Background: an optimization exercise with open tools, aiming at a short achievable clock period and few clock cycles. Do not read the settings as production practice.
In this exercise RTL edits were held to simulation tests only and were not proved equivalent to the original.
The flow treats the clock pin as an ideal source. Dropping or thinning the clock tree relies on that and would not hold on a real chip.
Power and IR drop assume default switching activity.

Design game_top, start of the top module:
module game_top #(
	parameter int hold_cycles        = 1,   
	parameter int error_phase_cycles = 2,   
	parameter int win_phase_cycles   = 4    
)
(
	input  logic             clock_builtin_50MHZ,
	input  logic             reset,
	input  logic             not_logic_0,
	input  logic             not_logic_1,
	input  logic             not_activity,
	output logic [7:0]       in_shift_reg,
	output game_pkg::digit_t move_count_tens,
	output game_pkg::digit_t move_count_ones,
	output game_pkg::digit_t win_count_tens,
	output game_pkg::digit_t win_count_ones,
	output game_pkg::coord_t last_x,
	output game_pkg::coord_t last_y
);
Size: about 320 flip-flops, about 37 I/O pins, roughly 0.016 sq mm of cells after synthesis.
export LEC_CHECK = 0
export ABC_CLOCK_PERIOD_IN_PS = 2000
export CAP_MARGIN = 20
export CORE_MARGIN = 2
export CORE_UTILIZATION = 35
export PLACE_DENSITY = 0.5
export SETUP_SLACK_MARGIN = 5
export SLEW_MARGIN = 20
export TNS_END_PERCENT = 100
create_clock -name core_clock -period 8.0 [get_ports {clock_builtin_50MHZ}]
standard.sh (not shown) runs the stock make flow with config.mk's settings and CLKGATE_MAP_FILE= SYNTH_SCRIPT=/design/flow/synth_recipe.tcl, a recipe that flattens the netlist after the stock synthesis.
==> flow/flow/run.sh <==
#!/bin/bash
set -euo pipefail
here=$(pwd)
extra="MATCH_CELL_FOOTPRINT=0 \"BUFFER_PORTS_ARGS=-buffer_cell sky130_fd_sc_hd__buf_4\" PRE_CTS_TCL=$here/flow/pre_cts.tcl"
sed -e "s|\"\${@:-finish}\"|$extra \"\${@:-finish}\"|" \
    -e "s|SETUP_SLACK_MARGIN=[0-9.]*|SETUP_SLACK_MARGIN=6|" standard.sh > standard_mod.sh
grep -q MATCH_CELL_FOOTPRINT=0 standard_mod.sh
grep -q SETUP_SLACK_MARGIN=6 standard_mod.sh
bash standard_mod.sh finish > flow_make.log 2>&1
==> flow/flow/pre_cts.tcl <==
# Hook run by ORFS before its CTS step (PRE_CTS_TCL). It replaces the
# clock_tree_synthesis command with a two-level tree: the clock port drives up
# to 4 root clock buffers, each drives a few leaf clock buffers, and each leaf
# buffer drives the flip-flops of one cluster. The tree is balanced: every
# flip-flop is two clkbuf_16 stages from the port.
source [file join [file dirname [info script]] clock_tree.tcl]

rename clock_tree_synthesis orfs_clock_tree_synthesis
proc clock_tree_synthesis { args } {
  set clk [lindex [all_clocks] 0]
  set port [get_full_name [lindex [get_property $clk sources] 0]]
  set block [ord::get_db_block]
  set nsinks [llength [[[$block findBTerm $port] getNet] getITerms]]
  set k [expr {max(4, int(ceil($nsinks / 15.0)))}]
  build_clock_tree3 $port $k 4 sky130_fd_sc_hd__clkbuf_16 sky130_fd_sc_hd__clkbuf_16
  set_propagated_clock [all_clocks]
}
Other scripts of this flow, unchanged in this note and not shown: flow/flow/clock_tree.tcl
The first run passed the timing, design-rule and antenna checks.
Testbench counts at the start, summed over its fixed seeds: cycles 65,736.
==> next run, changes <==
--- a/flow/flow/pre_cts.tcl
+++ b/flow/flow/pre_cts.tcl
@@ -12,5 +12,5 @@
   set block [ord::get_db_block]
   set nsinks [llength [[[$block findBTerm $port] getNet] getITerms]]
-  set k [expr {max(4, int(ceil($nsinks / 15.0)))}]
+  set k [expr {max(4, int(ceil($nsinks / 20.0)))}]
   build_clock_tree3 $port $k 4 sky130_fd_sc_hd__clkbuf_16 sky130_fd_sc_hd__clkbuf_16
   set_propagated_clock [all_clocks]
Settings changed: CORE_UTILIZATION 35 to 25, PLACE_DENSITY 0.5 to 0.4.
=> Fmax is about the same. Worst hold slack loses 0.013 ns. Area after synthesis stays the same. Cell count increases by roughly a tenth. Sequential power hardly moves. Total power fell by a few percent. Combinational power goes up by a little under a tenth. Design area rose by a few percent. Clock power decreases by roughly a tenth. Via count decreases slightly. Worst setup slack stays flat.
No run of this note takes its clock network from TritonCTS; it comes from the design's own scripts or RTL.

* * *

the baseline:
Another version of the RTL of game_top (not shown whole).
For scale: roughly 330 flip-flops, about 20000 um2 of cells after synthesis.
==> flow/design.v (excerpt) <==
module game_top #(
	parameter int hold_cycles        = 1,   
	parameter int error_phase_cycles = 2,   
	parameter int win_phase_cycles   = 4    
)
(
	input  logic             clock_builtin_50MHZ,
	input  logic             reset,
	input  logic             not_logic_0,
	input  logic             not_logic_1,
	input  logic             not_activity,
	output logic [7:0]       in_shift_reg,
	output game_pkg::digit_t move_count_tens,
	output game_pkg::digit_t move_count_ones,
	output game_pkg::digit_t win_count_tens,
	output game_pkg::digit_t win_count_ones,
	output game_pkg::coord_t last_x,
	output game_pkg::coord_t last_y
);
export LEC_CHECK = 0
export ABC_CLOCK_PERIOD_IN_PS = 2000
export CAP_MARGIN = 20
export CORE_MARGIN = 2
export CORE_UTILIZATION = 35
export PLACE_DENSITY = 0.5
export SETUP_SLACK_MARGIN = 5
export SLEW_MARGIN = 20
export SYNTH_HIERARCHICAL = 1
export SYNTH_MINIMUM_KEEP_SIZE = 0
export TNS_END_PERCENT = 100
create_clock -name core_clock -period 8.0 [get_ports {clock_builtin_50MHZ}]
Scripts as last shown in full above: flow/flow/run.sh
Other scripts of this flow, unchanged in this note and not shown: flow/flow/clock_tree.tcl, flow/flow/pre_cts.tcl, flow/flow/pull_outputs.tcl
The baseline: all stages complete, timing, DRC and antenna checks passed
Testbench counts of the baseline, summed over its fixed seeds: cycles 65,736.
Here is what was changed in the inputs of the candidate compared with the baseline.
Settings: changing CORE_UTILIZATION from 35 to 25; changing PLACE_DENSITY from 0.5 to 0.4.
==> summary.txt <==
Summary of the comparison: initial antenna violation count is lower in the candidate, relative to the baseline. The smallest setup slack after layout on the candidate is in line with that on the baseline. On combinational cell power, the higher figure sits with the candidate, not the baseline. Of the baseline and the candidate, the baseline shows the lower wire length on met2, with the candidate above it. The last element of the critical path comes out u_score.last_inv[7]$_DFF_P_ in one run and u_score.last_inv[0]$_DFF_P_ in the other, namely in the candidate and the baseline respectively. Global-route track usage on met1, the baseline and the candidate, higher one = the baseline. Die outline width: the candidate > the baseline. Summary of the candidate over the baseline: total number of vias decreased 215; area of all placed cells without fillers saw an increase; routed wire length now larger.
No run of this note takes its clock network from TritonCTS; it comes from the design's own scripts or RTL.

[re-timing with driven ports]
The results above use ideal ports. As a check the final layouts listed here were re-extracted and re-timed, cells and wires unchanged. Step 1 assumes that a clkbuf_16 drives the clock port and a buf_2 every other input. Step 2 adds t to the input delays and takes it off the output delays; t is the mean of the earliest and latest rising clock arrival at the registers after step 1. Input paths then give back, and output paths get back, about the clock's delay inside the block. Slacks: no drivers / after step 1 / after step 2; pairs: no drivers / after step 1.
run | t, ns | setup WS [ns] | worst hold slack (ns) | worst setup path after step 2 | worst data-port slew with drivers (ns)
the first run of note 1 | 0.448 | 5.532 / 5.485 / 5.093 | 0.445 / 0.445 / 0.445 | input to register | 0.23
the second run of note 1 | 0.463 | 5.533 / 5.460 / 5.154 | 0.431 / 0.431 / 0.431 | input to register | 0.18
the baseline | 0.428 | 5.655 / 5.520 / 5.096 | 0.449 / 0.449 / 0.449 | input to register | 0.31
the candidate | 0.427 | 5.655 / 5.509 / 5.120 | 0.427 / 0.427 / 0.427 | input to register | 0.27
After both steps setup and hold are still met in every run listed. The setup slack of the baseline, which loses most, moves by -0.135 ns with the drivers and by -0.559 ns with both steps.
